Source: an optimization exercise on an open RTL-to-GDS flow (aim: small area, a short achievable clock period and few clock cycles per item). Production flows keep margins and buffers that such runs may drop. The RTL was checked by simulation tests, not by an equivalence proof against the original design. No activity file was given, so power comes from the tool's default toggle rates.

[run.sh]
#!/bin/bash
# synth_recipe.tcl (not shown) runs the flow's synth.tcl, then flattens the netlist and writes it again
# the make line also repeats each setting of config.mk as NAME=value (left out here)
make -C /OpenROAD-flow-scripts/flow DESIGN_CONFIG=/design/flow/config.mk WORK_HOME=/design/flow/orfs CLKGATE_MAP_FILE= SYNTH_SCRIPT=/design/flow/synth_recipe.tcl finish
[config.mk]
export PLATFORM = sky130hd
export DESIGN_NAME = mips_multicycle
export DESIGN_NICKNAME = mips_multicycle
export VERILOG_FILES = /design/flow/design.v
export SDC_FILE = /design/flow/constraint.sdc
export NUM_CORES = 4
export LEC_CHECK = 0
export CAP_MARGIN = 20
export CORE_MARGIN = 2
export CORE_UTILIZATION = 40
export CTS_BUF_LIST = sky130_fd_sc_hd__clkbuf_8
export CTS_CLUSTER_SIZE = 20
export PLACE_DENSITY = 0.5
export SETUP_SLACK_MARGIN = 2.9
export SLEW_MARGIN = 20
[constraint.sdc]
create_clock -name core_clock -period 6.0 [get_ports {clk}]
set_input_delay 1.2000 -clock core_clock [delete_from_list [all_inputs] [get_ports {clk}]]
set_output_delay 1.2000 -clock core_clock [all_outputs]
set_load 0.01 [all_outputs]
[design.v]
module mips_multicycle #(
    parameter logic [31:0] RESET_PC = 32'h0000_0000,
    parameter int unsigned ADDR_W   = 32,
    parameter int unsigned CNT_W    = 32
) (
    input  logic              clk,
    input  logic              rst,
    output logic              mem_req,
    output logic              mem_we,
    output logic [ADDR_W-1:0] mem_addr,
    output logic [31:0]       mem_wdata,
    input  logic [31:0]       mem_rdata,
    input  logic              mem_ready,
    output logic              halt,
    output logic [CNT_W-1:0]  instr_count
);
    localparam logic [5:0] OpRtype = 6'h00;
    localparam logic [5:0] OpJ     = 6'h02;
    localparam logic [5:0] OpBeq   = 6'h04;
    localparam logic [5:0] OpAddi  = 6'h08;
    localparam logic [5:0] OpLw    = 6'h23;
    localparam logic [5:0] OpSw    = 6'h2b;
    localparam logic [5:0] FnSll = 6'h00;
    localparam logic [5:0] FnAdd = 6'h20;
    localparam logic [5:0] FnSub = 6'h22;
    localparam logic [5:0] FnAnd = 6'h24;
    localparam logic [5:0] FnOr  = 6'h25;
    localparam logic [5:0] FnSlt = 6'h2a;
    logic             halt_q;
    logic [31:0]      na_q;          
    logic [31:0]      pcn_q;         
    logic [11:2]      yp_q;          
    logic [31:0]      tgt_q;         
    logic             redir_q;       
    logic             m_q;           
    logic             mwe_q;
    logic             wen_q;         
    logic [4:0]       wdst_q;
    logic [CNT_W-1:0] cnt_q;
    logic [31:0]      ri_q;          
    logic [31:0]      rr_q;          
    logic             lx_q, la_q;    
    logic [31:0]      ro_q;          
    logic             ki_q, kr_q, kl_q, ko_q;
    logic             v_e;
    logic [25:0]      imm_e;         
    logic [4:0]       dst_e;
    logic             wr_e;          
    logic             s_imm, s_add, s_sub, s_slt, s_and, s_or, s_sll;
    logic             mem_e, sw_e, beq_e, ill_e;
    logic [31:0]      a_e, b_e;
    logic             dep_e;         
    logic             qa_e, qb_e;    
    logic             fa_e, fb_e;    
    logic             la_e, lb_e;    
    logic [31:0]      rf_q [1:31];
    logic [31:1]      rf_v;          
    logic go, ev;
    assign go = !halt_q && mem_ready;
    assign ev = v_e && !redir_q;                 
    logic [31:0] res;
    logic lt_r;
    assign lt_r = lx_q ? la_q : rr_q[31];
    assign res = ({32{ki_q}} & ri_q) | ({32{kr_q}} & rr_q) | {31'b0, kl_q & lt_r} |
                 ({32{ko_q}} & ro_q);
    logic [31:0] sext, sum_i, bx, sum_r, a_f, b_f, oth, btgt;
    logic        eq, taken, misal;
    assign sext  = {{16{imm_e[15]}}, imm_e[15:0]};
    assign sum_i = a_e + sext;
    assign bx    = b_e ^ {32{s_sub}};
    assign sum_r = a_e + bx + {31'b0, s_sub};
    assign a_f   = fa_e ? res : a_e;
    assign b_f   = fb_e ? res : b_e;
    assign eq    = (a_f == b_f);
    assign oth   = ({32{s_and}} & (a_f & b_f)) | ({32{s_or}} & (a_f | b_f)) |
                   ({32{s_sll}} & (b_f << imm_e[10:6]));
    assign misal = (a_e[1:0] + imm_e[1:0]) != 2'b00;
    assign taken = beq_e && eq;
    assign btgt  = pcn_q + {sext[29:0], 2'b00};
    assign mem_req   = !halt_q;
    assign mem_we    = m_q && mwe_q;
    logic [31:0] faddr;
    assign faddr     = redir_q ? tgt_q : na_q;
    assign mem_addr  = m_q ? ri_q : faddr;
    assign mem_wdata = tgt_q;
    logic [5:0] op, fn;
    logic [4:0] rs, rt, rd, dst;
    logic       rtype, wr, legal_r, jcap, add_rs, add_rt;
    assign op = mem_rdata[31:26];
    assign fn = mem_rdata[5:0];
    assign rs = mem_rdata[25:21];
    assign rt = mem_rdata[20:16];
    assign rd = mem_rdata[15:11];
    assign rtype   = (op == OpRtype);
    assign legal_r = (fn == FnSll) || (fn == FnAdd) || (fn == FnSub) ||
                     (fn == FnAnd) || (fn == FnOr)  || (fn == FnSlt);
    assign dst    = rtype ? rd : rt;
    assign wr     = (rtype || op == OpAddi || op == OpLw) && (dst != 5'd0);
    assign jcap   = (op == OpJ);
    assign add_rs = (rtype && (fn == FnAdd || fn == FnSub || fn == FnSlt)) || op == OpAddi ||
                    op == OpLw || op == OpSw;
    assign add_rt = rtype && (fn == FnAdd || fn == FnSub || fn == FnSlt);
    logic [31:0] rfw [32];
    assign rfw[0] = 32'h0;
    for (genvar g = 1; g < 32; g++) begin : g_rfw
        assign rfw[g] = rf_q[g];
    end
    function automatic logic [31:0] rf_rd(input logic [4:0] a);
        logic [31:0] l1 [8];
        logic [31:0] l2 [2];
        for (int i = 0; i < 8; i++) l1[i] = rfw[4*i + a[1:0]];
        for (int i = 0; i < 2; i++) l2[i] = l1[4*i + a[3:2]];
        rf_rd = l2[a[4]];
    endfunction
    logic xw, xl, ma, mb, da, db, wa, wb, va, vb;
    assign xw = ev && wr_e && !mem_e;
    assign xl = ev && wr_e && mem_e;
    assign ma = xw && dst_e == rs;
    assign mb = xw && dst_e == rt;
    assign da = ma && add_rs;
    assign db = mb && add_rt;
    assign wa = wen_q && wdst_q == rs;           
    assign wb = wen_q && wdst_q == rt;
    assign va = rf_v[rs];
    assign vb = rf_v[rt];
    always_ff @(posedge clk) begin
        for (int i = 1; i < 32; i++)
            if (wen_q && wdst_q == 5'(i)) rf_q[i] <= res;
    end
    always_ff @(posedge clk) begin
        if (rst) rf_v <= '0;
        else
            for (int i = 1; i < 32; i++)
                if (wen_q && wdst_q == 5'(i)) rf_v[i] <= 1'b1;
    end
    logic [31:0] inc, pnext;
    assign inc   = faddr + 32'd4;
    assign pnext = jcap ? {inc[31:28], mem_rdata[25:0], 2'b00} : inc;
    always_ff @(posedge clk) begin
        if (rst) begin
            halt_q <= 1'b0;
            na_q   <= RESET_PC;
            m_q    <= 1'b0;
            v_e    <= 1'b0;
            redir_q <= 1'b0;
            dep_e  <= 1'b0;
            wen_q  <= 1'b0;
            cnt_q  <= '0;
        end else if (go) begin
            wen_q <= 1'b0;
            if (m_q) begin
                m_q   <= 1'b0;
                wen_q <= !mwe_q && wdst_q != 5'd0;
                cnt_q <= cnt_q + 1'b1;
                if (mwe_q && ev && ri_q[11:2] == yp_q) begin
                    v_e  <= 1'b0;
                    na_q <= ri_q;
                end
            end else if (ev && dep_e) begin
                dep_e <= 1'b0;
            end else begin
                v_e     <= 1'b1;
                redir_q <= 1'b0;
                dep_e   <= da || db;
                na_q    <= pnext;
                if (ev) begin
                    if (ill_e || (mem_e && misal)) begin
                        halt_q <= 1'b1;
                    end else if (mem_e) begin
                        m_q <= 1'b1;
                    end else begin
                        cnt_q <= cnt_q + 1'b1;
                        wen_q <= wr_e;
                        redir_q <= taken;
                    end
                end
            end
        end
    end
    always_ff @(posedge clk) begin
        if (go) begin
            if (m_q) begin
                if (la_e) a_e <= mem_rdata;
                if (lb_e) b_e <= mem_rdata;
                ro_q <= mem_rdata;
                ki_q <= 1'b0;
                kr_q <= 1'b0;
                kl_q <= 1'b0;
                ko_q <= 1'b1;
            end else if (ev && dep_e) begin
                if (qa_e) a_e <= res;
                if (qb_e) b_e <= res;
                fa_e <= 1'b0;
                fb_e <= 1'b0;
            end else begin
                if (ev) begin
                    ri_q   <= sum_i;
                    rr_q   <= sum_r;
                    lx_q   <= a_e[31] ^ b_e[31];
                    la_q   <= a_e[31];
                    ro_q   <= oth;
                    ki_q   <= s_imm;
                    kr_q   <= (s_add || s_sub) && !s_slt;
                    kl_q   <= s_slt;
                    ko_q   <= s_and || s_or || s_sll;
                    tgt_q  <= beq_e ? btgt : b_f;
                    mwe_q  <= sw_e;
                    wdst_q <= dst_e;
                end
                pcn_q <= inc;
                yp_q  <= faddr[11:2];
                imm_e <= mem_rdata[25:0];
                dst_e <= dst;
                wr_e  <= wr;
                s_imm <= op == OpAddi || op == OpLw || op == OpSw;
                s_add <= rtype && fn == FnAdd;
                s_sub <= rtype && (fn == FnSub || fn == FnSlt);
                s_slt <= rtype && fn == FnSlt;
                s_and <= rtype && fn == FnAnd;
                s_or  <= rtype && fn == FnOr;
                s_sll <= rtype && fn == FnSll;
                mem_e <= op == OpLw || op == OpSw;
                sw_e  <= op == OpSw;
                beq_e <= op == OpBeq;
                ill_e <= !((rtype && legal_r) || op == OpJ || op == OpBeq || op == OpAddi ||
                           op == OpLw || op == OpSw);
                a_e   <= wa ? res : (va ? rf_rd(rs) : 32'h0);
                b_e   <= wb ? res : (vb ? rf_rd(rt) : 32'h0);
                qa_e  <= ma;
                qb_e  <= mb;
                fa_e  <= ma && !(da || db);
                fb_e  <= mb && !(da || db);
                la_e  <= xl && dst_e == rs;
                lb_e  <= xl && dst_e == rt;
            end
        end
    end
    assign halt        = halt_q;
    assign instr_count = cnt_q;
endmodule
==> impl_metrics.tcl, run 1 <==
set metrics [dict create \
    overflow 0 \
    wire_per_inst_um 35.3 \
    std_cell_rows 152 \
    layout_min_cycle_time_ps 3560 \
    fin_skew_ps 74.5 \
    cts_buffers 235 \
    crit_arrival_ps 2360 \
    ir_drop_mv 0.178 \
    dp_hpwl_um 186000 \
    vias_per_cell 6.61 \
    vias 58500 \
    ys_types 90 \
    p_leak_nw 29.6 \
    cp_max_fo 6 \
    yosys.area.top_type "edfxtp_1" \
    final_layout_size_suffix_gt1_share_pct 20.6 \
    yosysMostFrequentCell "edfxtp_1" \
    post_dp_cell_area_um2 74700 \
    yosys-mux-area-fraction_pct 2.76 \
    synth_xor_area_share_pct 2.47 \
    crit_path_start_kind "flip-flop" \
    outcome "no timing/DRC/antenna violations" \
    async_flop_share_pct 0 \
    die_area_um2 177000 \
    grt_usage_pct 34.1 \
    coreArea_um2 172000 \
    power_density_nw_per_um2 273 \
    insertion_delay_ps 1030 \
    route.detailed.drc 0 \
    synth_flop_cell "edfxtp_1" \
    area_delta_synth_final_pct 21.7 \
    rsz0062_at_grt "yes" \
    slew_headroom_pct 20.6 \
    netlist_top_cells_count "edfxtp_1 (1,277), a22oi_1 (677), a21oi_1 (458), nor2_1 (387), clkbuf_1 (377)" \
    slew_violations 0 \
    die_x_um 421 \
    seq_area_frac_synth_pct 58.1 \
    max_stage_delay_ps 410 \
    grt_pass1_vias 55200 \
    finalInstanceArea_um2 84600 \
    antenna_found_initial 9 \
    fin_crit_sh_pct 59.3 \
    place_inst 8073 \
    fmax_mhz 281 \
    total_power_mw 23.1 \
    final_cell_count_no_fill 8844 \
    yosys.area_share.simple_pct 7.90 \
    crit_type "flip-flop to output pin" \
    clock_sinks 1378 \
    firstDrtPassIters 10 \
    synth_edf_count 1277 \
    setup_violations 0 \
    crit_required_ps 4800 \
    post-synth-top-area-fraction_pct 55.2 \
    die_y_um 421 \
    synthCells 5880 \
    drv_cap 0 \
    nFillCells 15300 \
    synth_adder_area_share_pct 3.08 \
    io_pins 134 \
    start_util_pct 40.4 \
    critPathBufInv 3 \
    synth_nets 6084 \
    cts_tree "done" \
    ctsRootBufferMaster "clkbuf_8" \
    worst_pin_slew_ps 1190 \
    final_nets 6534 \
    cp_common_cell "nor2_1" \
    grt_pass1_wl_um 427000 \
    synthTopCellsByArea "edfxtp_1 (55%), a22oi_1 (7.3%), a21oi_1 (3.3%)" \
    gp_congestion 0.979 \
    yosysWarnings 7 \
    synth_top_family_by_area "compound AO/OA/AOI/OAI gates" \
    h-tree-depth 4 \
    clk_pin_slew_ps 60 \
    fin_setup_tns_ps 0 \
    portBuffers 133 \
    path_cells "buf_12, buf_16, mux2_4, nor2_1, nor2_1, buf_2" \
    final_antenna_net_count 0 \
    slowest_stage "dfxtp_4" \
    synth_compound_area_share_pct 22.2 \
    clockBufferDepth 3 \
    hp-class "flip-flop to flip-flop" \
    utilization_pct 49.1 \
    syn_area_um2 69500 \
    ys_ff_latch 1378 \
    avgSynthCellArea_um2 11.8 \
    grt_max_degree 107 \
    cp_top_family "buffers and inverters" \
    drt_wl_total_um 312000 \
    final_hold_viol_count 0 \
    dr.first_iter.drc_count 8604 \
    end_kind "output pin" \
]
## area by class of cell
cell class                      count  area, um2  share of cell area, %
Sequential cell                  1378      40400                   47.8
Clock inverter                    175        997                   1.18
Tap cell                         2310       2890                   3.42
Timing Repair inverter              2       17.5                 0.0207
Clock buffer                      260       3580                   4.23
Multi-Input combinational cell   3887      29300                   34.6
Inverter                          162        653                  0.772
Antenna cell                        6       15.0                 0.0178
Timing Repair Buffer              664       6750                   7.99
## power breakdown
part	internal, mW	switching, mW
clock	4.38	4.09
sequential	10.8	0.172
combinational	1.31	2.34
## path summary, 6_finish.rpt
path | to | cells past startpoint | start | slack (ps)
max | mem_addr[7] | 6 | redir_q | 2440
min reg2reg | mwe_q | 0 | sw_e | 440
max reg2reg | rr_q[31] | 11 | s_sub | 2510
min | mwe_q | 0 | sw_e | 440
## flip-flops by register name, indices dropped and copies added, names as in the netlist, 5 cells and up
name,cells
yp_q,10
ri_q,32
b_e,32
tgt_q,32
dst_e,5
wdst_q,5
a_e,32
pcn_q,32
rf_q,992
na_q,32
rr_q,32
imm_e,16
ro_q,32
cnt_q,32
rf_v,31
## logic make-up after synthesis
logic type | after synthesis
AOI/OAI and AO/OA | 2202
xor gates and xnor gates | 195
adders and majority gates | 169
buffers and inverters | 619
DFF | 1378
muxes | 151
and+or+nand+nor | 1166
## per-stage QoR
step                      setup slack, ps  hold slack [ps]
after global routing                 2370              446
after detailed placement              768              407
after CTS                            2350              445
after floorplan                       333              400
after global placement                774              402
final                                2440              436
## worst register-to-register path, cell delays in order (launching register included)
cell	delay, ps
edfxtp_1	430
buf_12	180
buf_6	130
xor2_1	160
ha_1	370
a21o_1	190
a221o_2	400
a32oi_4	310
a21oi_4	120
a31oi_4	320
o211ai_1	380
xnor2_1	240
## per-layer routing
metal / part of all wire [%] / track usage (%) / up-vias
met4: 5.5 / 16.9 / 4
met1: 39 / 45.7 / 29500
met2: 45 / 52.9 / 3794
met5: 0.011 / 0 / -
li1: - / - / 24400
met3: 10 / 6.58 / 748
## what timing repair did
action                     in CTS  in global routing
setup endpoints to repair     486                187
resized for setup             545                207
gates cloned                   16                  6
hold buffers                    0                  0
setup buffers                 226                 79
pin swaps                     117                101
## cells in the final DEF (no fill, tap or decap), drive strengths merged, types with 136 or more instances in the layout
cell and instances:
a21oi 458, inv 232, nand2 302, nor2 387, a22oi 677, o21ai 220, edfxtp 1277, ha 166
nand3 173, buf 561, clkbuf 268, a221oi 136
Testbench counts, summed over its fixed seeds: cycles 81,651, instrs 60,900.
==> run 2, diff against run 1 <==
--- a/design.v
+++ b/design.v
@@ -105,13 +105,6 @@
     for (genvar g = 1; g < 32; g++) begin : g_rfw
         assign rfw[g] = rf_q[g];
     end
-    function automatic logic [31:0] rf_rd(input logic [4:0] a);
-        logic [31:0] l1 [8];
-        logic [31:0] l2 [2];
-        for (int i = 0; i < 8; i++) l1[i] = rfw[4*i + a[1:0]];
-        for (int i = 0; i < 2; i++) l2[i] = l1[4*i + a[3:2]];
-        rf_rd = l2[a[4]];
-    endfunction
     logic xw, xl, ma, mb, da, db, wa, wb, va, vb;
     assign xw = ev && wr_e && !mem_e;
     assign xl = ev && wr_e && mem_e;
@@ -224,8 +217,8 @@
                 beq_e <= op == OpBeq;
                 ill_e <= !((rtype && legal_r) || op == OpJ || op == OpBeq || op == OpAddi ||
                            op == OpLw || op == OpSw);
-                a_e   <= wa ? res : (va ? rf_rd(rs) : 32'h0);
-                b_e   <= wb ? res : (vb ? rf_rd(rt) : 32'h0);
+                a_e   <= wa ? res : (va ? rfw[rs] : 32'h0);
+                b_e   <= wb ? res : (vb ? rfw[rt] : 32'h0);
                 qa_e  <= ma;
                 qb_e  <= mb;
                 fa_e  <= ma && !(da || db);
--- a/config.mk
+++ b/config.mk
@@ -8,8 +8,6 @@
 export CAP_MARGIN = 20
 export CORE_MARGIN = 2
 export CORE_UTILIZATION = 40
-export CTS_BUF_LIST = sky130_fd_sc_hd__clkbuf_8
-export CTS_CLUSTER_SIZE = 20
 export PLACE_DENSITY = 0.5
-export SETUP_SLACK_MARGIN = 2.9
+export SETUP_SLACK_MARGIN = 2.8
 export SLEW_MARGIN = 20
==> impl_metrics.tcl, run 2 <==
set metrics [dict create \
    largest_register_ffs 992 \
    timing.hold.ws_ps 418 \
    yosys.area.top_type "edfxtp_1" \
    die_y_um 416 \
    overflow 0 \
    p_sw_share_pct 26.8 \
    fin_crit_sh_pct 58.9 \
    crit_required_ps 6580 \
    yosysMostFrequentCell "edfxtp_1" \
    crit_arrival_ps 4110 \
    fin_skew_ps 52.3 \
    power_density_nw_per_um2 278 \
    grt_usage_pct 40.9 \
    clock_sinks 1378 \
    p_seq_share_pct 46.1 \
    comb_power_share_pct 13.5 \
    avgSynthCellArea_um2 12.5 \
    intPower_mw 17.3 \
    synth_flop_cell "edfxtp_1" \
    multi_input_area_um2 28100 \
    layout_commonest_cell "edfxtp_1" \
    cp_max_fo 4 \
    area_delta_synth_final_pct 25.8 \
    cts_tree "done" \
    drv_cap 0 \
    worst_pin_slew_ps 1210 \
    h-tree-depth 4 \
    seq_area_frac_synth_pct 59.6 \
    gp_congestion 1.00 \
    dr.first_iter.drc_count 11700 \
    layout_min_cycle_time_ps 3530 \
    antenna_found_initial 12 \
    netlist_top_cells_count "edfxtp_1 (1,277), nor2_1 (459), a22o_1 (394), a221oi_1 (384), clkbuf_1 (315)" \
    hold_buffers 0 \
    ctsRootBufferMaster "clkbuf_16" \
    synth_edf_count 1277 \
    layout_common_cells "edfxtp_1 (1,277), buf_4 (500), a22o_1 (392), a221oi_1 (377), nor2_1 (343)" \
    p_sw_mw 6.35 \
    fin_setup_tns_ps 0 \
    die_x_um 416 \
    cts_buffers 157 \
    cp_top_family "compound AO/OA/AOI/OAI gates" \
    grt_pass1_wl_um 487000 \
    synth_nets 5632 \
    seq_area_um2 40400 \
    dp_hpwl_um 224000 \
    wire_per_inst_um 43.6 \
    slew_headroom_pct 19.3 \
    rsz0062_at_grt "yes" \
    top_register "rf_q" \
    path_cells "mux2_4, fa_2, a21o_1, a311o_1, and4b_2, o2111ai_4, a21boi_4, and3_4, or3_4, xor2_1" \
    insertion_delay_ps 870 \
    synthCells 5428 \
    end_kind "flip-flop" \
    route.detailed.drc 0 \
    ir_drop_mv 0.322 \
    final_nets 6231 \
    syn_area_um2 67700 \
    firstDrtPassIters 10 \
    final_antenna_net_count 0 \
    outcome "no timing/DRC/antenna violations" \
    p_clk_share_pct 40.4 \
    setup_violations 0 \
    synthTopCellsByArea "edfxtp_1 (57%), a22o_1 (5.1%), a221oi_1 (5.0%)" \
    start_util_pct 40.2 \
    slowest_stage "edfxtp_1" \
    coreArea_um2 169000 \
    fmax_mhz 283 \
    reg2reg_depth 10 \
    post-synth-top-area-fraction_pct 56.6 \
    yosysWarnings 3 \
    slew_violations 0 \
    ys_ff_latch 1378 \
    final_layout_size_suffix_gt1_share_pct 23.2 \
    p_leak_nw 29.4 \
    die_area_um2 173000 \
    min_path_cells 0 \
    crit_cells 10 \
    portBuffers 133 \
    grt_max_degree 73 \
    drt_wl_total_um 365000 \
    nFillCells 14500 \
    ys_types 78 \
    crit_path_start_kind "flip-flop" \
    vias 60700 \
    vias_per_cell 7.24 \
    critPathBufInv 0 \
    clk_pin_slew_ps 60 \
    grt_pass1_vias 57100 \
    hp-class "flip-flop to flip-flop" \
    async_flop_share_pct 0 \
    clockBufferDepth 3 \
    max_stage_delay_ps 560 \
    crit_type "flip-flop to flip-flop" \
    io_pins 134 \
    std_cell_rows 151 \
    final_hold_viol_count 0 \
]
## run 2: changes by cell type in the layout (fill, tap and decap cells not counted), sizes merged, moves of 64 or more
cell           delta
nand3            -93
dlygate4sd2      -66
a221oi          +248
a21oi           -146
nand2           -107
nor2             +72
o21ai            -70
buf             +140
nand4           +122
a22oi           -509
clkdlybuf4s50    +64
a22o            +286
## run 2: path summary, 6_finish.rpt
path / start / end / slack, ps
max: b_e[0] / rr_q[28] / 2470
min: sw_e / mwe_q / 420
min reg2reg: sw_e / mwe_q / 420
max reg2reg: b_e[0] / rr_q[28] / 2470
## run 2: timing repair
action                                  in CTS  in global routing
gates resized for setup                    486                189
gates cloned                                13                  3
endpoints found under the setup margin     410                246
pin swaps                                  136                 77
setup buffers                              310                 79
## run 2: through the flow
| stage | setup WS, ps | util (%) | instance area (um2) | power, mW | std cells |
|---|---|---|---|---|---|
| floorplan | 1910 | - | 68200 | 12.6 | 5428 |
| global placement | 456 | 43.8 | 73900 | 13.7 | 7675 |
| detailed placement | 283 | 43.8 | 74000 | 13.7 | 7678 |
| CTS | 2510 | 49.6 | 83600 | 23.4 | 8287 |
| global route | 2460 | 50.5 | 85200 | 24.2 | 8377 |
| finish | 2470 | 50.5 | 85200 | 23.7 | 8390 |
## run 2: power by group through the flow
stage / Sequential, mW / Combinational [mW] / Clock (mW)
finish: 10.9 / 3.20 / 9.56
global route: 10.9 / 3.33 / 9.96
CTS: 10.9 / 2.90 / 9.59
detailed placement: 11.1 / 2.61 / 0
global placement: 11.1 / 2.59 / 0
floorplan: 11.0 / 1.57 / 0
## run 2: area by class of cell
cell class	instances	share of cell area [%]
tap	2218	3.26
multi-input combinational	3516	32.9
sequential	1378	47.4
clock inverter	77	0.809
timing repair inverter	1	0.0103
inverter	170	0.807
timing repair buffer	803	9.75
clock buffer	209	5.02
antenna	18	0.0529
## run 2: routing by layer
metal | routed length (um) | up-vias | global-route usage, %
met5 | 395 | - | 0.250
met4 | 32300 | 18 | 28.1
met3 | 50000 | 1715 | 15.1
met2 | 154000 | 5738 | 60.4
met1 | 128000 | 30000 | 49.7
li1 | - | 23300 | -
## run 2: cells by family after synthesis
family	share of synthesized area (%)
AO/OA/AOI/OAI	20.4
XOR/XNOR	2.43
adder cells (fa/ha/maj)	3.15
buffers and inverters	3.02
flip-flops	59.6
multiplexers	3.26
AND/OR/NAND/NOR	8.16
Testbench counts of run 2, summed over its fixed seeds: cycles 81,651, instrs 60,900.
==> run 3, diff against run 2 <==
--- a/config.mk
+++ b/config.mk
@@ -5,9 +5,10 @@
 export SDC_FILE = /design/flow/constraint.sdc
 export NUM_CORES = 4
 export LEC_CHECK = 0
-export CAP_MARGIN = 20
+export CAP_MARGIN = 10
 export CORE_MARGIN = 2
 export CORE_UTILIZATION = 40
 export PLACE_DENSITY = 0.5
-export SETUP_SLACK_MARGIN = 2.8
-export SLEW_MARGIN = 20
+export SETUP_SLACK_MARGIN = 2.9
+export SLEW_MARGIN = 10
+export TNS_END_PERCENT = 5
==> impl_metrics.tcl, run 3 <==
set metrics [dict create \
    outcome "no timing/DRC/antenna violations" \
    r2r-end "rf_q[25][22]" \
    layout_common_cells "edfxtp_1 (1,277), buf_4 (432), a22o_1 (391), nor2_1 (361), a221oi_1 (359)" \
    worst_pin_slew_ps 1410 \
    die_x_um 416 \
    yosysWarnings 3 \
    dp_hpwl_um 220000 \
    synth_top_family_by_area "compound AO/OA/AOI/OAI gates" \
    synth_adder_area_share_pct 3.15 \
    hp-class "flip-flop to flip-flop" \
    gp_congestion 0.998 \
    overflow 0 \
    vias_per_cell 7.34 \
    min_from "sw_e" \
    fin_setup_tns_ps 0 \
    dr.first_iter.drc_count 12300 \
    fin_crit_sh_pct 62.2 \
    avgSynthCellArea_um2 12.5 \
    route.detailed.drc 0 \
    cts_buffers 156 \
    clockBufferDepth 3 \
    ys_ff_latch 1378 \
    drt_wl_total_um 366000 \
    std_cell_rows 151 \
    slew_headroom_pct 5.78 \
    fin_skew_ps 34.0 \
    fmax_mhz 268 \
    yosys.area_share.simple_pct 8.16 \
    seq_area_um2 40400 \
    grt_pass1_wl_um 481000 \
    p_leak_nw 28.9 \
    power_density_nw_per_um2 285 \
    layout_min_cycle_time_ps 3730 \
    crit_arrival_ps 4180 \
    yosys.area.top_type "edfxtp_1" \
    final_hold_viol_count 0 \
    min_path_cells 0 \
    layout_commonest_cell "edfxtp_1" \
    netlist_top_cells_count "edfxtp_1 (1,277), nor2_1 (459), a22o_1 (394), a221oi_1 (384), clkbuf_1 (315)" \
    die_y_um 416 \
    crit_path_start_kind "flip-flop" \
    slew_violations 0 \
    final_layout_size_suffix_gt1_share_pct 21.6 \
    io_pins 134 \
    final_antenna_net_count 0 \
    ctsRootBufferMaster "clkbuf_16" \
    h-tree-depth 4 \
    cp_max_fo 19 \
    cts_tree "done" \
    portBuffers 133 \
    synth_xor_area_share_pct 2.43 \
    multi_input_area_um2 28100 \
    firstDrtPassIters 12 \
    total_power_mw 24.0 \
    drv_cap 0 \
    clock_sinks 1378 \
    synth_compound_area_share_pct 20.4 \
    grt_max_degree 85 \
    vias 60900 \
    largest_register_ffs 992 \
    synth_edf_count 1277 \
    yosys-mux-area-fraction_pct 3.26 \
    finalInstanceArea_um2 84300 \
    ir_drop_mv 0.316 \
    synthCells 5428 \
    synth_nets 5632 \
    worst_r2r_startpoint "wdst_q[0]" \
    die_area_um2 173000 \
    crit_required_ps 6450 \
    r2r_slack_ps 2270 \
    grt_pass1_vias 56100 \
    top_register "rf_q" \
    post_dp_cell_area_um2 73600 \
    final_nets 6137 \
    wire_per_inst_um 44.1 \
    reg2reg_depth 3 \
    coreArea_um2 169000 \
    synth_flop_cell "edfxtp_1" \
    ys_types 78 \
    async_flop_share_pct 0 \
    post-synth-top-area-fraction_pct 56.6 \
    seq_area_frac_synth_pct 59.6 \
    hold_path_end "mwe_q" \
    crit_type "flip-flop to flip-flop" \
    clk_pin_slew_ps 60 \
    grt_usage_pct 40.6 \
    area_delta_synth_final_pct 24.5 \
    insertion_delay_ps 830 \
    syn_area_um2 67700 \
    end_kind "flip-flop" \
    yosysMostFrequentCell "edfxtp_1" \
    antenna_found_initial 20 \
    rsz0062_at_grt "yes" \
    setup_violations 0 \
    hold_buffers 0 \
    start_util_pct 40.2 \
    nFillCells 14600 \
    synthTopCellsByArea "edfxtp_1 (57%), a22o_1 (5.1%), a221oi_1 (5.0%)" \
]
[run 3: what timing repair did]
action | CTS | global route
gates resized for setup | 342 | 319
cloned | 10 | 5
pin swaps | 109 | 114
setup buffers | 193 | 116
endpoints found under the setup margin | 677 | 563
[run 3: power breakdown]
group,internal [mW],total [mW],leakage (nW),switching (mW)
logic,1.16,3.22,14.0,2.06
clock network,5.66,9.88,2.51,4.22
registers,10.8,10.9,12.4,0.162
[run 3: worst max-delay path by stage]
stage | startpoint | to | slack, ps
after global placement | mem_rdata[16] | b_e[17] | 530
after global routing | redir_q | mem_addr[17] | 2460
final | wdst_q[0] | rf_q[25][22] | 2270
after detailed placement | mem_rdata[16] | b_e[17] | 480
after CTS | redir_q | mem_addr[9] | 2420
after floorplan | mem_ready | redir_q | 1910
[run 3: logic make-up (layout without fill, tap and decap cells)]
logic type / Yosys count / count (layout)
compound gates: 1830 / 1831
xor+xnor: 187 / 187
other cells: 0 / 18
buf+inv: 536 / 1169
flops: 1378 / 1378
simple gates: 1158 / 1160
fa+ha+maj: 169 / 169
mux: 170 / 170
[run 3: final cells by class]
cell class	instances	share of cell area, %
diodes	18	0.0534
clock buffers	193	4.94
clock inverters	96	1.19
inverters	170	0.794
multi-input cells	3517	33.3
flip-flops and latches	1378	47.9
well taps	2218	3.29
repair buffers	710	8.50
[run 3: critical path: stages, from the launching register on]
cell and delay, ps:
edfxtp_1 900, nand4b_1 570, nor2_4 1180, buf_4 670
[run 3: layer usage]
layer | global-route usage (%) | wire, um
met1 | 48.3 | 126000
met2 | 59.3 | 152000
met3 | 17.7 | 54700
met4 | 27.1 | 32800
met5 | 1.36 | 583
[run 3: metrics by stage]
stage	setup slack [ps]	instances	util, %	hold WS, ps
final	2270	8300	50.0	420
after global routing	2460	8282	49.9	437
after CTS	2420	8161	48.5	422
after detailed placement	476	7669	43.6	408
after global placement	528	7668	43.6	401
after floorplan	1910	5428	-	400
==> run 4, diff against run 3 <==
--- a/design.v
+++ b/design.v
@@ -28,7 +28,6 @@
     localparam logic [5:0] FnSlt = 6'h2a;
     logic             halt_q;
     logic [31:0]      na_q;          
-    logic [31:0]      pcn_q;         
     logic [11:2]      yp_q;          
     logic [31:0]      tgt_q;         
     logic             redir_q;       
@@ -40,8 +39,7 @@
     logic [31:0]      ri_q;          
     logic [31:0]      rr_q;          
     logic             lx_q, la_q;    
-    logic [31:0]      ro_q;          
-    logic             ki_q, kr_q, kl_q, ko_q;
+    logic             ki_q, kr_q, kl_q;
     logic             v_e;
     logic [25:0]      imm_e;         
     logic [4:0]       dst_e;
@@ -55,14 +53,15 @@
     logic             la_e, lb_e;    
     logic [31:0]      rf_q [1:31];
     logic [31:1]      rf_v;          
-    logic go, ev;
+    logic go, ev, sel_t, sel_n;
+    assign sel_t = !m_q && redir_q;
+    assign sel_n = !m_q && !redir_q;
     assign go = !halt_q && mem_ready;
     assign ev = v_e && !redir_q;                 
     logic [31:0] res;
     logic lt_r;
     assign lt_r = lx_q ? la_q : rr_q[31];
-    assign res = ({32{ki_q}} & ri_q) | ({32{kr_q}} & rr_q) | {31'b0, kl_q & lt_r} |
-                 ({32{ko_q}} & ro_q);
+    assign res = ({32{ki_q}} & ri_q) | ({32{kr_q}} & rr_q) | {31'b0, kl_q & lt_r};
     logic [31:0] sext, sum_i, bx, sum_r, a_f, b_f, oth, btgt;
     logic        eq, taken, misal;
     assign sext  = {{16{imm_e[15]}}, imm_e[15:0]};
@@ -76,12 +75,13 @@
                    ({32{s_sll}} & (b_f << imm_e[10:6]));
     assign misal = (a_e[1:0] + imm_e[1:0]) != 2'b00;
     assign taken = beq_e && eq;
-    assign btgt  = pcn_q + {sext[29:0], 2'b00};
+    assign btgt  = {na_q[31:2] + sext[29:0], 2'b00};
     assign mem_req   = !halt_q;
     assign mem_we    = m_q && mwe_q;
     logic [31:0] faddr;
     assign faddr     = redir_q ? tgt_q : na_q;
-    assign mem_addr  = m_q ? ri_q : faddr;
+    assign mem_addr  = ({32{m_q}} & {ri_q[31:2], 2'b00}) | ({32{sel_t}} & tgt_q) |
+                       ({32{sel_n}} & na_q);
     assign mem_wdata = tgt_q;
     logic [5:0] op, fn;
     logic [4:0] rs, rt, rd, dst;
@@ -127,7 +127,7 @@
                 if (wen_q && wdst_q == 5'(i)) rf_v[i] <= 1'b1;
     end
     logic [31:0] inc, pnext;
-    assign inc   = faddr + 32'd4;
+    assign inc   = {faddr[31:2] + 30'd1, 2'b00};
     assign pnext = jcap ? {inc[31:28], mem_rdata[25:0], 2'b00} : inc;
     always_ff @(posedge clk) begin
         if (rst) begin
@@ -147,7 +147,7 @@
                 cnt_q <= cnt_q + 1'b1;
                 if (mwe_q && ev && ri_q[11:2] == yp_q) begin
                     v_e  <= 1'b0;
-                    na_q <= ri_q;
+                    na_q <= {ri_q[31:2], 2'b00};
                 end
             end else if (ev && dep_e) begin
                 dep_e <= 1'b0;
@@ -175,11 +175,10 @@
             if (m_q) begin
                 if (la_e) a_e <= mem_rdata;
                 if (lb_e) b_e <= mem_rdata;
-                ro_q <= mem_rdata;
-                ki_q <= 1'b0;
+                ri_q <= mem_rdata;
+                ki_q <= 1'b1;
                 kr_q <= 1'b0;
                 kl_q <= 1'b0;
-                ko_q <= 1'b1;
             end else if (ev && dep_e) begin
                 if (qa_e) a_e <= res;
                 if (qb_e) b_e <= res;
@@ -187,20 +186,17 @@
                 fb_e <= 1'b0;
             end else begin
                 if (ev) begin
-                    ri_q   <= sum_i;
+                    ri_q   <= s_imm ? sum_i : oth;
                     rr_q   <= sum_r;
                     lx_q   <= a_e[31] ^ b_e[31];
                     la_q   <= a_e[31];
-                    ro_q   <= oth;
-                    ki_q   <= s_imm;
+                    ki_q   <= s_imm || s_and || s_or || s_sll;
                     kr_q   <= (s_add || s_sub) && !s_slt;
                     kl_q   <= s_slt;
-                    ko_q   <= s_and || s_or || s_sll;
                     tgt_q  <= beq_e ? btgt : b_f;
                     mwe_q  <= sw_e;
                     wdst_q <= dst_e;
                 end
-                pcn_q <= inc;
                 yp_q  <= faddr[11:2];
                 imm_e <= mem_rdata[25:0];
                 dst_e <= dst;
==> config.mk (replaced) <==
export PLATFORM = sky130hd
export DESIGN_NAME = mips_multicycle
export DESIGN_NICKNAME = mips_multicycle
export VERILOG_FILES = /design/flow/design.v
export SDC_FILE = /design/flow/constraint.sdc
export NUM_CORES = 4
export LEC_CHECK = 0
export CAP_MARGIN = 20
export CORE_MARGIN = 2
export CORE_UTILIZATION = 40
export CTS_CLUSTER_DIAMETER = 70
export CTS_CLUSTER_SIZE = 20
export PLACE_DENSITY = 0.5
export SETUP_SLACK_MARGIN = 2.8
export SLEW_MARGIN = 20
==> impl_metrics.tcl, run 4 <==
set metrics [dict create \
    portBuffers 133 \
    setup_violations 0 \
    die_x_um 408 \
    cts_buffers 110 \
    die_y_um 408 \
    clock_sinks 1311 \
    rsz0062_at_grt "yes" \
    ir_drop_mv 0.318 \
    ctsRootBufferMaster "clkbuf_16" \
    cp_max_fo 6 \
    coreArea_um2 162000 \
    synth_nets 5541 \
    crit_required_ps 6510 \
    grt_max_degree 57 \
    io_pins 134 \
    wire_per_inst_um 42.8 \
    finalInstanceArea_um2 82800 \
    grt_usage_pct 40.3 \
    layout_common_cells "edfxtp_1 (1,212), buf_4 (514), nor2_1 (385), a22oi_1 (313), a221oi_1 (295)" \
    end_kind "flip-flop" \
    p_clk_share_pct 36.6 \
    route.detailed.drc 0 \
    fin_skew_ps 71.8 \
    dr.first_iter.drc_count 11800 \
    grt_pass1_vias 54800 \
    die_area_um2 166000 \
    vias_per_cell 7.21 \
    synthTopCellsByArea "edfxtp_1 (56%), a221oi_1 (4.3%), a22o_1 (3.9%)" \
    post_dp_cell_area_um2 71300 \
    vias 59300 \
    p_sw_share_pct 28.8 \
    outcome "no timing/DRC/antenna violations" \
    syn_area_um2 65300 \
    grt_pass1_wl_um 464000 \
    worst_pin_slew_ps 1210 \
    final_nets 6165 \
    std_cell_rows 148 \
    fin_crit_sh_pct 58.1 \
    seq_area_frac_synth_pct 58.8 \
    area_delta_synth_final_pct 26.9 \
    netlist_top_cells_count "edfxtp_1 (1,212), nor2_1 (486), a22oi_1 (336), a221oi_1 (324), a21oi_1 (301)" \
    start_util_pct 40.2 \
    drt_wl_total_um 352000 \
    utilization_pct 51.0 \
    ys_types 95 \
    dp_hpwl_um 211000 \
    crit_arrival_ps 4000 \
    post-synth-top-area-fraction_pct 55.8 \
    final_cell_count_no_fill 8223 \
    intPower_mw 15.1 \
    drv_cap 0 \
    gp_congestion 1.01 \
    yosysWarnings 3 \
    largest_register_ffs 992 \
    synth_edf_count 1212 \
    slew_headroom_pct 19.2 \
    yosys.area.top_type "edfxtp_1" \
    slew_violations 0 \
    p_leak_nw 29.0 \
    power_density_nw_per_um2 257 \
    h-tree-depth 3 \
    p_sw_mw 6.13 \
    async_flop_share_pct 0 \
    cts_tree "done" \
    synth_flop_cell "edfxtp_1" \
    ys_ff_latch 1311 \
    yosysMostFrequentCell "edfxtp_1" \
    fmax_mhz 287 \
    final_hold_viol_count 0 \
    overflow 0 \
    layout_min_cycle_time_ps 3490 \
    total_power_mw 21.3 \
    p_seq_share_pct 48.5 \
    firstDrtPassIters 13 \
    comb_power_share_pct 14.9 \
    crit_path_start_kind "flip-flop" \
    clockBufferDepth 3 \
    hold_buffers 0 \
    place_inst 7555 \
    final_layout_size_suffix_gt1_share_pct 25.2 \
    layout_commonest_cell "edfxtp_1" \
    hp-class "flip-flop to flip-flop" \
    fin_setup_tns_ps 0 \
    antenna_found_initial 24 \
    crit_type "flip-flop to flip-flop" \
    avgSynthCellArea_um2 12.2 \
    insertion_delay_ps 810 \
    clk_pin_slew_ps 80 \
    final_antenna_net_count 0 \
    top_register "rf_q" \
    synthCells 5337 \
]
==> run 4: cell count changes after synthesis, moves of 36 or more <==
cell      change
a221oi_1     -60
a222oi_1     -36
a22o_1      -105
a22oi_1     +168
clkbuf_1     -41
edfxtp_1     -65
mux2i_1      +67
o22ai_1      -42
==> run 4: routing by layer <==
layer	track usage, %	up-vias	share of wire [%]
met5	0.460	-	0.14
met4	29.3	30	9.7
met3	14.5	1775	14
met2	59.3	5740	42
met1	48.6	29000	34
li1	-	22700	-
==> run 4: worst paths after layout <==
| path | start | end | slack, ps | depth (start not counted) |
|---|---|---|---|---|
| worst max register to register | s_sub | rr_q[30] | 2510 | 15 |
| worst max-delay path | s_sub | rr_q[30] | 2510 | 15 |
| worst min register to register | sw_e | mwe_q | 430 | 0 |
| worst min-delay path | sw_e | mwe_q | 430 | 0 |
==> run 4: cell type report <==
class	instances	area [um2]
Antenna cell	8	20.0
Clock buffer	112	2780
Clock inverter	79	980
Fill cell	14100	79600
Inverter	150	604
Multi-Input combinational cell	3525	28200
Sequential cell	1311	38400
Tap cell	2175	2720
Timing Repair Buffer	860	9150
Timing Repair inverter	3	22.5
==> run 4: what timing repair did <==
action                     CTS  global route
resized for setup          575           292
setup endpoints to repair  400           268
buffers inserted           310           125
pin swaps                  139           133
cloned                      22            10
==> run 4: per-stage QoR <==
stage / hold slack, ps / setup WS, ps
floorplan: 400 / 1810
global placement: 401 / 852
detailed placement: 406 / 853
CTS: 425 / 2470
global route: 435 / 2430
finish: 430 / 2510
==> run 4: power groups by stage <==
stage,Combinational [mW],Clock [mW],Sequential [mW]
after floorplan,1.45,0,10.4
after global placement,2.35,0,10.5
after detailed placement,2.36,0,10.5
after CTS,2.78,7.80,10.3
after global routing,3.28,8.14,10.3
final,3.16,7.78,10.3
==> run 4: logic make-up (layout without fill, tap and decap cells) <==
kind of cell / Yosys count / count (layout) / share of synthesized area, %
XOR/XNOR: 193 / 193 / 2.60
multiplexers: 211 / 211 / 3.61
adder cells (fa/ha/maj): 169 / 169 / 3.27
AO/OA/AOI/OAI: 1767 / 1767 / 20.1
AND/OR/NAND/NOR: 1184 / 1185 / 8.69
other: 0 / 8 / 0
buffers and inverters: 502 / 1204 / 2.97
flip-flops: 1311 / 1311 / 58.8
==> run 4: worst max-delay path, stage by stage, from the launching register on <==
cell and delay, ps:
edfxtp_1 450, buf_12 180, buf_12 130, buf_8 130
xor2_1 140, ha_2 360, nand2_2 70, nor2_4 90
a211oi_2 50, buf_4 160, a2111oi_4 440, o31a_1 340
a311oi_4 160, o311ai_1 270, a21oi_1 130, xnor2_1 140
Testbench counts of run 4, summed over its fixed seeds: cycles 81,651, instrs 60,900.
==> run 5, diff against run 4 <==
--- a/config.mk
+++ b/config.mk
@@ -8,8 +8,6 @@
 export CAP_MARGIN = 20
 export CORE_MARGIN = 2
 export CORE_UTILIZATION = 40
-export CTS_CLUSTER_DIAMETER = 70
-export CTS_CLUSTER_SIZE = 20
 export PLACE_DENSITY = 0.5
 export SETUP_SLACK_MARGIN = 2.8
 export SLEW_MARGIN = 20
==> impl_metrics.tcl, run 5 <==
set metrics [dict create \
    outcome "no timing/DRC/antenna violations" \
    final_antenna_net_count 0 \
    top_register "rf_q" \
    rsz0062_at_grt "yes" \
    cp_common_cell "buf_6" \
    die_x_um 408 \
    io_pins 134 \
    clockBufferDepth 3 \
    drt_wl_total_um 352000 \
    route.detailed.drc 0 \
    netlist_top_cells_count "edfxtp_1 (1,212), nor2_1 (486), a22oi_1 (336), a221oi_1 (324), a21oi_1 (301)" \
    p_leak_nw 29.7 \
    portBuffers 133 \
    largest_register_ffs 992 \
    insertion_delay_ps 850 \
    overflow 0 \
    worst_pin_slew_ps 1210 \
    cts_buffers 150 \
    firstDrtPassIters 13 \
    setup_violations 0 \
    clk_pin_slew_ps 60 \
    vias 59700 \
    gp_congestion 1.01 \
    seq_area_frac_synth_pct 58.8 \
    crit_path_start_kind "flip-flop" \
    yosysMostFrequentCell "edfxtp_1" \
    end_kind "output pin" \
    synth_edf_count 1212 \
    fin_setup_tns_ps 0 \
    die_area_um2 166000 \
    post_dp_cell_area_um2 71300 \
    hp-class "flip-flop to flip-flop" \
    cts_tree "done" \
    layout_min_cycle_time_ps 3530 \
    avgSynthCellArea_um2 12.2 \
    synth_nets 5541 \
    multi_input_area_um2 28200 \
    slowest_stage "dfxtp_4" \
    timing.hold.ws_ps 427 \
    syn_area_um2 65300 \
    std_cell_rows 148 \
    dp_hpwl_um 211000 \
    cp_max_fo 5 \
    yosysWarnings 3 \
    crit_arrival_ps 2330 \
    grt_max_degree 57 \
    synth_flop_cell "edfxtp_1" \
    final_nets 6232 \
    finalInstanceArea_um2 84000 \
    final_hold_viol_count 0 \
    nFillCells 14000 \
    h-tree-depth 4 \
    final_layout_size_suffix_gt1_share_pct 25.8 \
    ys_ff_latch 1311 \
    grt_pass1_wl_um 466000 \
    synthTopCellsByArea "edfxtp_1 (56%), a221oi_1 (4.3%), a22o_1 (3.9%)" \
    async_flop_share_pct 0 \
    max_stage_delay_ps 380 \
    fin_skew_ps 35.6 \
    fmax_mhz 284 \
    layout_commonest_cell "edfxtp_1" \
    layout_common_cells "edfxtp_1 (1,212), buf_4 (543), nor2_1 (385), a22oi_1 (308), a221oi_1 (305)" \
    crit_required_ps 4800 \
    hold_buffers 0 \
    yosys.area.top_type "edfxtp_1" \
    slew_violations 0 \
    crit_type "flip-flop to output pin" \
    ctsRootBufferMaster "clkbuf_16" \
    power_density_nw_per_um2 270 \
    slew_headroom_pct 19.6 \
    drv_cap 0 \
    dr.first_iter.drc_count 11900 \
    antenna_found_initial 21 \
    path_cells "buf_12, buf_8, buf_16, buf_6, a21o_1, mux2_4, buf_6" \
    seq_area_um2 38400 \
    die_y_um 408 \
    fin_crit_sh_pct 58.8 \
    area_delta_synth_final_pct 28.6 \
    grt_pass1_vias 55300 \
    synthCells 5337 \
    start_util_pct 40.2 \
    coreArea_um2 162000 \
    wire_per_inst_um 42.3 \
    ys_types 95 \
    ir_drop_mv 0.341 \
    clock_sinks 1311 \
    grt_usage_pct 40.5 \
    post-synth-top-area-fraction_pct 55.8 \
    vias_per_cell 7.16 \
]
run 5: cell count changes in the layout (fill, tap and decap cells not counted), sizes merged, moves of 24 or more:
cell    before  now
inv        184  155
buf        744  768
clkbuf     127  209
clkinv      36   70
run 5: repair_timing:
| item | in CTS | in global routing |
|---|---|---|
| pin swaps | 150 | 160 |
| buffers inserted | 313 | 148 |
| resized for setup | 578 | 283 |
| setup endpoints to repair | 409 | 273 |
| gates cloned | 20 | 13 |
| hold endpoints to repair | 0 | 0 |
run 5: critical path, delay by kind of cell, from the launching register on:
family          cells  cell delay (ps)
flops               1              380
mux                 1              260
compound gates      1              170
buf+inv             5              680
run 5: final cells by class:
class / count / area share, %
diodes: 11 / 0.0328
repair inverters: 2 / 0.0164
inverters: 150 / 0.724
repair buffers: 887 / 11.0
clock buffers: 189 / 4.84
well taps: 2175 / 3.24
multi-input cells: 3526 / 33.6
clock inverters: 87 / 0.885
flip-flops and latches: 1311 / 45.7
run 5: cell families (layout without fill, tap and decap cells):
logic type	count (synthesis)	after routing	synth area share [%]
adder cells (fa/ha/maj)	169	169	3.27
AO/OA/AOI/OAI	1767	1767	20.1
flip-flops	1311	1311	58.8
buffers and inverters	502	1315	2.97
multiplexers	211	211	3.61
other	0	11	0
XOR/XNOR	193	193	2.60
AND/OR/NAND/NOR	1184	1186	8.69
run 5: worst paths after layout:
kind                                     end  cells past startpoint  slack (ps)    start
worst min-delay path                   mwe_q                      0         430     sw_e
worst max register to register      rr_q[24]                     15        2510    s_sub
worst max-delay path            mem_addr[29]                      7        2470  redir_q
worst min register to register         mwe_q                      0         430     sw_e
run 5: routing by layer:
layer,global-route usage (%),wire (um),vias to the layer above
met1,48.7,121000,29200
met4,28.5,32700,22
met3,15.1,51000,1767
met5,0.115,254,-
li1,-,-,22800
met2,59.8,147000,5796
run 5: report_power, final:
part | total [mW] | switching (mW) | leakage (nW) | internal [mW]
registers | 10.3 | 0.141 | 11.9 | 10.2
clock network | 9.15 | 4.06 | 2.35 | 5.10
logic | 3.18 | 1.94 | 15.5 | 1.24
total | 22.7 | 6.14 | 29.7 | 16.5
run 5: stage by stage:
stage | setup WS [ps] | cells | utilization (%) | power (mW)
after global placement | 852 | 7549 | 43.8 | 12.9
after floorplan | 1810 | 5337 | - | 11.9
after global routing | 2430 | 8328 | 51.7 | 23.2
final | 2470 | 8338 | 51.7 | 22.7
after CTS | 2410 | 8164 | 50.1 | 22.3
after detailed placement | 853 | 7555 | 43.9 | 12.9
==> run 6, diff against run 5 <==
--- a/config.mk
+++ b/config.mk
@@ -8,6 +8,8 @@
 export CAP_MARGIN = 20
 export CORE_MARGIN = 2
 export CORE_UTILIZATION = 40
+export CTS_CLUSTER_DIAMETER = 70
+export CTS_CLUSTER_SIZE = 20
 export PLACE_DENSITY = 0.5
-export SETUP_SLACK_MARGIN = 2.8
+export SETUP_SLACK_MARGIN = 3.3
 export SLEW_MARGIN = 20
==> impl_metrics.tcl, run 6 <==
set metrics [dict create \
    outcome "no timing/DRC/antenna violations" \
    layout_min_cycle_time_ps 3620 \
    drv_cap 0 \
    die_x_um 408 \
    ys_ff_latch 1311 \
    synth_compound_area_share_pct 20.1 \
    comb_power_share_pct 16.8 \
    path_cells "buf_6, buf_12, xor2_1, ha_2, o211ai_1, a21oi_4, o211ai_1, buf_4, a2111oi_4, o31a_1, a311oi_4, buf_4, o21bai_1, a21oi_1, xnor2_1" \
    slew_violations 0 \
    synth_top_family_by_area "compound AO/OA/AOI/OAI gates" \
    max_stage_delay_ps 470 \
    dp_hpwl_um 216000 \
    gp_congestion 0.997 \
    insertion_delay_ps 780 \
    die_area_um2 166000 \
    fin_setup_tns_ps 0 \
    avgSynthCellArea_um2 12.2 \
    area_delta_synth_final_pct 36.1 \
    route.detailed.drc 0 \
    largest_register_ffs 992 \
    grt_usage_pct 41.8 \
    yosys.area_share.simple_pct 8.69 \
    crit_arrival_ps 4130 \
    final_hold_viol_count 0 \
    std_cell_rows 148 \
    p_sw_share_pct 29.0 \
    fin_skew_ps 45.0 \
    slew_headroom_pct 19.6 \
    yosysWarnings 3 \
    cts_tree "done" \
    slowest_stage "edfxtp_1" \
    clockBufferDepth 3 \
    grt_pass1_vias 56200 \
    vias_per_cell 7.12 \
    h-tree-depth 3 \
    grt_max_degree 61 \
    dr.first_iter.drc_count 10900 \
    layout_common_cells "edfxtp_1 (1,212), buf_4 (645), nor2_1 (351), a22oi_1 (301), a22o_1 (289)" \
    synth_xor_area_share_pct 2.60 \
    power_density_nw_per_um2 243 \
    final_nets 6485 \
    p_sw_mw 6.26 \
    p_leak_nw 31.7 \
    ys_types 95 \
    synthCells 5337 \
    hp-class "flip-flop to flip-flop" \
    synth_nets 5541 \
    grt_pass1_wl_um 481000 \
    vias 60800 \
    io_pins 134 \
    fmax_mhz 276 \
    post-synth-top-area-fraction_pct 55.8 \
    intPower_mw 15.3 \
    ctsRootBufferMaster "clkbuf_16" \
    synth_flop_cell "edfxtp_1" \
    cts_buffers 109 \
    synth_edf_count 1212 \
    final_layout_size_suffix_gt1_share_pct 34.5 \
    start_util_pct 40.2 \
    timing.hold.ws_ps 442 \
    seq_area_frac_synth_pct 58.8 \
    crit_type "flip-flop to flip-flop" \
    setup_violations 0 \
    coreArea_um2 162000 \
    rsz0062_at_grt "yes" \
    p_seq_share_pct 47.8 \
    drt_wl_total_um 365000 \
    cp_max_fo 7 \
    ir_drop_mv 0.226 \
    wire_per_inst_um 42.7 \
    portBuffers 133 \
    p_clk_share_pct 35.3 \
    end_kind "flip-flop" \
    final_antenna_net_count 0 \
    antenna_found_initial 15 \
    yosysMostFrequentCell "edfxtp_1" \
    nFillCells 13400 \
    worst_pin_slew_ps 1210 \
    netlist_top_cells_count "edfxtp_1 (1,212), nor2_1 (486), a22oi_1 (336), a221oi_1 (324), a21oi_1 (301)" \
    async_flop_share_pct 0 \
    clk_pin_slew_ps 80 \
    synth_adder_area_share_pct 3.27 \
    firstDrtPassIters 12 \
    layout_commonest_cell "edfxtp_1" \
    top_register "rf_q" \
    syn_area_um2 65300 \
    yosys-mux-area-fraction_pct 3.61 \
    crit_path_start_kind "flip-flop" \
    fin_crit_sh_pct 60.4 \
    clock_sinks 1311 \
    yosys.area.top_type "edfxtp_1" \
    overflow 0 \
    crit_required_ps 6510 \
    synthTopCellsByArea "edfxtp_1 (56%), a221oi_1 (4.3%), a22o_1 (3.9%)" \
    die_y_um 408 \
]
==> run 6: power groups by stage <==
stage | sequential, mW | clock (mW) | combinational [mW]
floorplan | 10.4 | 0 | 1.48
global placement | 10.5 | 0 | 2.37
detailed placement | 10.5 | 0 | 2.39
CTS | 10.3 | 7.65 | 3.02
global route | 10.3 | 7.99 | 3.76
finish | 10.3 | 7.62 | 3.63
==> run 6: through the flow <==
step / cells / utilization [%] / setup WS (ps) / power [mW] / instance area, um2
floorplan: 5337 / - / 1810 / 11.9 / 65900
detailed placement: 7557 / 44.0 / 235 / 12.9 / 71400
global placement: 7553 / 43.9 / 168 / 12.9 / 71300
finish: 8547 / 54.7 / 2380 / 21.6 / 88800
CTS: 8314 / 51.9 / 2300 / 21.0 / 84400
global route: 8542 / 54.7 / 2310 / 22.1 / 88800
==> run 6: cell families after synthesis <==
group | count (synthesis)
AOI/OAI and AO/OA | 1767
xor gates and xnor gates | 193
adders and majority gates | 169
buffers and inverters | 502
DFF | 1311
muxes | 211
and+or+nand+nor | 1184
==> run 6: worst max-delay path: cells and delay by family (launching register included) <==
family / cells / cell delay, ps
compound gates: 8 / 1580
xor+xnor: 2 / 270
flops: 1 / 470
buf+inv: 4 / 650
fa+ha+maj: 1 / 370
==> run 6: metal layers <==
metal  GRT usage, %  wire length, um  vias up
li1               -                -    23300
met1           50.4           127000    30100
met2           61.8           154000     5602
met3           15.0            49300     1794
met4           30.1            34400       30
met5          0.172              470        -
==> run 6: cell type report <==
type                       count  area (um2)  area share (%)
inverter                     150         632           0.711
timing repair inverter         2        13.8          0.0155
clock inverter                82         955            1.07
antenna                        7        17.5          0.0197
timing repair buffer        1179       12700            14.3
tap                         2175        2720            3.06
sequential                  1311       38400            43.2
clock buffer                 113        2740            3.09
multi-input combinational   3528       30600            34.4
==> run 6: worst paths after layout <==
path	endpoint	slack (ps)	cells past startpoint	startpoint
worst min-delay path	mwe_q	440	0	sw_e
worst max-delay path	rr_q[24]	2380	15	s_sub
worst min register to register	mwe_q	440	0	sw_e
worst max register to register	rr_q[24]	2380	15	s_sub
==> run 6: repair_timing <==
action / 4_1_cts / 5_1_grt
hold buffers: 0 / 0
gates cloned: 32 / 11
hold endpoints to repair: 0 / 0
setup buffers: 530 / 212
endpoints found under the setup margin: 1070 / 462
pin swaps: 325 / 314
gates resized for setup: 1190 / 556
==> run 7, diff against run 6 <==
--- a/config.mk
+++ b/config.mk
@@ -11,5 +11,5 @@
 export CTS_CLUSTER_DIAMETER = 70
 export CTS_CLUSTER_SIZE = 20
 export PLACE_DENSITY = 0.5
-export SETUP_SLACK_MARGIN = 3.3
+export SETUP_SLACK_MARGIN = 2.4
 export SLEW_MARGIN = 20
==> impl_metrics.tcl, run 7 <==
set metrics [dict create \
    grt_pass1_wl_um 458000 \
    synth_flop_cell "edfxtp_1" \
    layout_min_cycle_time_ps 3730 \
    clockBufferDepth 3 \
    layout_common_cells "edfxtp_1 (1,212), nor2_1 (390), buf_4 (365), a22oi_1 (336), a221oi_1 (319)" \
    cts_tree "done" \
    slew_headroom_pct 10.8 \
    antenna_found_initial 19 \
    die_area_um2 166000 \
    hp-class "flip-flop to flip-flop" \
    clock_sinks 1311 \
    die_x_um 408 \
    grt_usage_pct 39.8 \
    post-synth-top-area-fraction_pct 55.8 \
    insertion_delay_ps 780 \
    end_kind "flip-flop" \
    power_density_nw_per_um2 271 \
    final_layout_size_suffix_gt1_share_pct 17.1 \
    drv_cap 0 \
    final_antenna_net_count 0 \
    clk_pin_slew_ps 80 \
    grt_max_degree 98 \
    synthTopCellsByArea "edfxtp_1 (56%), a221oi_1 (4.3%), a22o_1 (3.9%)" \
    top_register "rf_q" \
    fin_skew_ps 53.2 \
    ir_drop_mv 0.217 \
    ctsRootBufferMaster "clkbuf_16" \
    async_flop_share_pct 0 \
    cp_max_fo 34 \
    fin_setup_tns_ps 0 \
    total_power_mw 21.2 \
    std_cell_rows 148 \
    crit_arrival_ps 4210 \
    seq_area_frac_synth_pct 58.8 \
    io_pins 134 \
    slew_violations 0 \
    ys_types 95 \
    final_nets 5888 \
    hold_buffers 0 \
    portBuffers 133 \
    dr.first_iter.drc_count 10900 \
    route.detailed.drc 0 \
    fmax_mhz 268 \
    synthCells 5337 \
    vias_per_cell 7.15 \
    area_delta_synth_final_pct 19.6 \
    yosysMostFrequentCell "edfxtp_1" \
    nFillCells 14500 \
    firstDrtPassIters 10 \
    start_util_pct 40.2 \
    yosys.area.top_type "edfxtp_1" \
    coreArea_um2 162000 \
    wire_per_inst_um 43.1 \
    syn_area_um2 65300 \
    p_leak_nw 27.1 \
    final_hold_viol_count 0 \
    crit_type "flip-flop to flip-flop" \
    layout_commonest_cell "edfxtp_1" \
    synth_edf_count 1212 \
    drt_wl_total_um 343000 \
    crit_path_start_kind "flip-flop" \
    crit_required_ps 6480 \
    ys_ff_latch 1311 \
    die_y_um 408 \
    worst_pin_slew_ps 1340 \
    fin_crit_sh_pct 62.2 \
    dp_hpwl_um 218000 \
    yosysWarnings 3 \
    h-tree-depth 3 \
    synth_nets 5541 \
    avgSynthCellArea_um2 12.2 \
    netlist_top_cells_count "edfxtp_1 (1,212), nor2_1 (486), a22oi_1 (336), a221oi_1 (324), a21oi_1 (301)" \
    gp_congestion 0.995 \
    vias 56800 \
    overflow 0 \
    cts_buffers 109 \
    outcome "no timing/DRC/antenna violations" \
    setup_violations 0 \
    rsz0062_at_grt "yes" \
    largest_register_ffs 992 \
    grt_pass1_vias 53800 \
]
[run 7: cell type report]
type	instances	area, um2	area share (%)
multi-input cells	3528	26600	34.1
flip-flops and latches	1311	38400	49.1
diodes	10	25.0	0.0320
clock inverters	78	1160	1.49
clock buffers	116	2860	3.66
well taps	2175	2720	3.48
inverters	150	579	0.742
repair buffers	584	5780	7.39
[run 7: path summary, 6_finish.rpt]
check	slack, ps	depth (start not counted)	start	to
max reg2reg	2270	13	kr_q	ri_q[21]
min	410	0	sw_e	mwe_q
max	2270	13	kr_q	ri_q[21]
min reg2reg	410	0	sw_e	mwe_q
[run 7: per-stage QoR]
| stage | util, % | worst slack [ps] | std cells | area, um2 | hold slack (ps) |
|---|---|---|---|---|---|
| finish | 48.1 | 2270 | 7952 | 78100 | 411 |
| floorplan | - | 1810 | 5337 | 65400 | 400 |
| global placement | 43.9 | 669 | 7576 | 71300 | 403 |
| CTS | 47.5 | 2230 | 7891 | 77200 | 419 |
| detailed placement | 44.0 | 658 | 7580 | 71400 | 406 |
| global route | 48.1 | 2250 | 7945 | 78100 | 422 |
[run 7: logic make-up after synthesis]
family | after synthesis | synth area share, %
AO/OA/AOI/OAI | 1767 | 20.1
flip-flops | 1311 | 58.8
adder cells (fa/ha/maj) | 169 | 3.27
multiplexers | 211 | 3.61
XOR/XNOR | 193 | 2.60
AND/OR/NAND/NOR | 1184 | 8.69
buffers and inverters | 502 | 2.97
[run 7: per-layer routing]
metal,global-route usage [%],vias up,routed length (um)
met3,12.0,1533,42900
met4,26.2,8,28500
li1,-,22100,-
met1,48.9,28100,123000
met2,60.5,5081,149000
met5,0,-,62
[run 7: critical path, cell delays in order, from the launching register on]
cell and delay, ps:
edfxtp_1 330, buf_4 170, buf_4 230, a22oi_1 120
inv_1 70, buf_4 380, mux2i_4 210, mux2i_1 330
mux2i_1 170, mux2i_2 350, mux2i_1 130, o21ai_0 300
a21oi_2 160, o22ai_2 480
[run 7: report_power, final]
part           leakage, nW  internal [mW]  switching [mW]
logic                 13.3          0.930            1.76
registers             11.9           10.2           0.138
clock network         1.95           4.23            3.94
total                 27.1           15.3            5.83
[run 7: repair_timing]
item                       in CTS  in global routing
resized for setup             182                 91
setup endpoints to repair     150                101
pin swaps                      36                 29
gates cloned                    8                  3
hold endpoints to repair        0                  0
setup buffers                 109                 45
==> run 8, diff against run 7 <==
--- a/config.mk
+++ b/config.mk
@@ -7,9 +7,9 @@
 export LEC_CHECK = 0
 export CAP_MARGIN = 20
 export CORE_MARGIN = 2
-export CORE_UTILIZATION = 40
+export CORE_UTILIZATION = 45
 export CTS_CLUSTER_DIAMETER = 70
 export CTS_CLUSTER_SIZE = 20
-export PLACE_DENSITY = 0.5
-export SETUP_SLACK_MARGIN = 2.4
+export PLACE_DENSITY = 0.55
+export SETUP_SLACK_MARGIN = 2.8
 export SLEW_MARGIN = 20
==> impl_metrics.tcl, run 8 <==
set metrics [dict create \
    ctsRootBufferMaster "clkbuf_16" \
    grt_pass1_wl_um 453000 \
    antenna_found_initial 14 \
    fin_crit_sh_pct 57.3 \
    ys_ff_latch 1311 \
    synth_top_family_by_area "compound AO/OA/AOI/OAI gates" \
    syn_area_um2 65300 \
    final_antenna_net_count 0 \
    ir_drop_mv 0.291 \
    synth_xor_area_share_pct 2.60 \
    synth_flop_cell "edfxtp_1" \
    setup_violations 0 \
    async_flop_share_pct 0 \
    start_util_pct 45.4 \
    dp_hpwl_um 206000 \
    largest_register_ffs 992 \
    firstDrtPassIters 12 \
    synth_adder_area_share_pct 3.27 \
    layout_common_cells "edfxtp_1 (1,212), buf_4 (511), nor2_1 (386), a22oi_1 (311), a221oi_1 (309)" \
    min_from "sw_e" \
    vias_per_cell 7.45 \
    total_power_mw 21.0 \
    p_sw_share_pct 28.1 \
    gp_congestion 0.998 \
    end_kind "output pin" \
    multi_input_area_um2 28200 \
    post-synth-top-area-fraction_pct 55.8 \
    reg2reg_depth 13 \
    nFillCells 11700 \
    final_nets 6125 \
    intPower_mw 15.1 \
    comb_power_share_pct 14.8 \
    clockBufferDepth 3 \
    final_hold_viol_count 0 \
    h-tree-depth 3 \
    yosys.area.top_type "edfxtp_1" \
    vias 58900 \
    crit_arrival_ps 2240 \
    crit_start "redir_q" \
    grt_max_degree 69 \
    grt_usage_pct 44.5 \
    synth_compound_area_share_pct 20.1 \
    worst_pin_slew_ps 1220 \
    p_seq_share_pct 49.1 \
    crit_type "flip-flop to output pin" \
    route.detailed.drc 0 \
    cts_tree "done" \
    worst_r2r_startpoint "b_e[0]" \
    power_density_nw_per_um2 257 \
    crit_path_start_kind "flip-flop" \
    fin_skew_ps 45.5 \
    cp_max_fo 6 \
    synthCells 5337 \
    ys_types 95 \
    fmax_mhz 291 \
    overflow 0 \
    hp-class "flip-flop to flip-flop" \
    hold_path_end "mwe_q" \
    yosysMostFrequentCell "edfxtp_1" \
    layout_commonest_cell "edfxtp_1" \
    netlist_top_cells_count "edfxtp_1 (1,212), nor2_1 (486), a22oi_1 (336), a221oi_1 (324), a21oi_1 (301)" \
    p_sw_mw 5.90 \
    drt_wl_total_um 342000 \
    io_pins 134 \
    coreArea_um2 144000 \
    clk_pin_slew_ps 80 \
    wire_per_inst_um 43.2 \
    yosys-mux-area-fraction_pct 3.61 \
    portBuffers 133 \
    dr.first_iter.drc_count 11600 \
    die_y_um 385 \
    area_delta_synth_final_pct 25.2 \
    die_area_um2 148000 \
    timing.hold.ws_ps 424 \
    insertion_delay_ps 770 \
    seq_area_um2 38400 \
    clock_sinks 1311 \
    seq_area_frac_synth_pct 58.8 \
    top_register "rf_q" \
    rsz0062_at_grt "yes" \
    worst_slack_ps 2560 \
    slew_violations 0 \
    cts_buffers 106 \
    final_layout_size_suffix_gt1_share_pct 24.3 \
    r2r_slack_ps 2570 \
    outcome "no timing/DRC/antenna violations" \
    p_clk_share_pct 36.1 \
    crit_required_ps 4800 \
    synth_nets 5541 \
    p_leak_nw 28.7 \
    fin_setup_tns_ps 0 \
    grt_pass1_vias 54400 \
    r2r-end "rr_q[30]" \
    synthTopCellsByArea "edfxtp_1 (56%), a221oi_1 (4.3%), a22o_1 (3.9%)" \
    avgSynthCellArea_um2 12.2 \
    yosysWarnings 3 \
    yosys.area_share.simple_pct 8.69 \
    pre_cts_slack_ps 632 \
    die_x_um 385 \
    synth_edf_count 1212 \
    min_path_cells 0 \
    drv_cap 0 \
    layout_min_cycle_time_ps 3440 \
    std_cell_rows 139 \
    slew_headroom_pct 18.6 \
]
[run 8: power by group through the flow]
stage               clock network, mW  registers, mW  logic [mW]
floorplan                           0           10.4        1.45
global placement                    0           10.5        2.31
detailed placement                  0           10.5        2.34
CTS                              7.60           10.3        2.71
global route                     7.95           10.3        3.22
finish                           7.59           10.3        3.11
[run 8: how the worst max path moves through the flow]
stage / to / slack, ps / cells after the start
after floorplan: la_q / 1810 / 3
after global placement: a_e[31] / 620 / 13
after CTS: mem_addr[13] / 2530 / 6
final: mem_addr[13] / 2560 / 6
after detailed placement: a_e[31] / 630 / 13
after global routing: rr_q[30] / 2510 / 15
[run 8: cell families after synthesis]
family | after synthesis
buffers and inverters | 502
flip-flops | 1311
multiplexers | 211
adder cells (fa/ha/maj) | 169
AND/OR/NAND/NOR | 1184
XOR/XNOR | 193
AO/OA/AOI/OAI | 1767
[run 8: per-stage QoR]
| stage | instances | area [um2] | util, % |
|---|---|---|---|
| floorplan | 5337 | 65700 | - |
| global placement | 7265 | 70600 | 49.1 |
| detailed placement | 7277 | 70800 | 49.2 |
| CTS | 7746 | 79100 | 55.0 |
| global route | 7900 | 81700 | 56.8 |
| finish | 7911 | 81800 | 56.8 |
[run 8: final cells by class]
class,instances,share of cell area [%]
sequential,1311,47.0
multi-input combinational,3528,34.5
timing repair buffer,821,10.4
clock buffer,116,3.41
tap,1903,2.91
clock inverter,68,1.05
inverter,150,0.751
timing repair inverter,3,0.0337
antenna,11,0.0337
[run 8: routing by layer]
metal	vias to the layer above	routed length [um]	global-route usage (%)
met5	-	240	1.07
met4	16	32500	32.0
met3	1724	52300	17.6
met2	5810	141000	64.2
met1	28800	116000	53.9
li1	22600	-	-
[run 8: worst max-delay path, cell delays in order (launching register included)]
cell and delay (ps):
dfxtp_4 480, buf_12 160, buf_16 130, buf_12 120
mux2_4 300, o21a_1 180, buf_6 120
[run 8: what timing repair did]
item / CTS / global route
gates cloned: 25 / 9
hold buffers: 0 / 0
endpoints found under the setup margin: 252 / 215
resized for setup: 551 / 270
pin swaps: 121 / 107
buffers inserted: 260 / 144

Re-timed with assumed drivers on the ports (clkbuf_16 on the clock, buf_2 on other inputs), run 8 has 2.484 ns of setup slack against 2.565 ns with ideal ports, and 1.912 ns once port delays also move by the mid clock arrival of 0.826 ns.
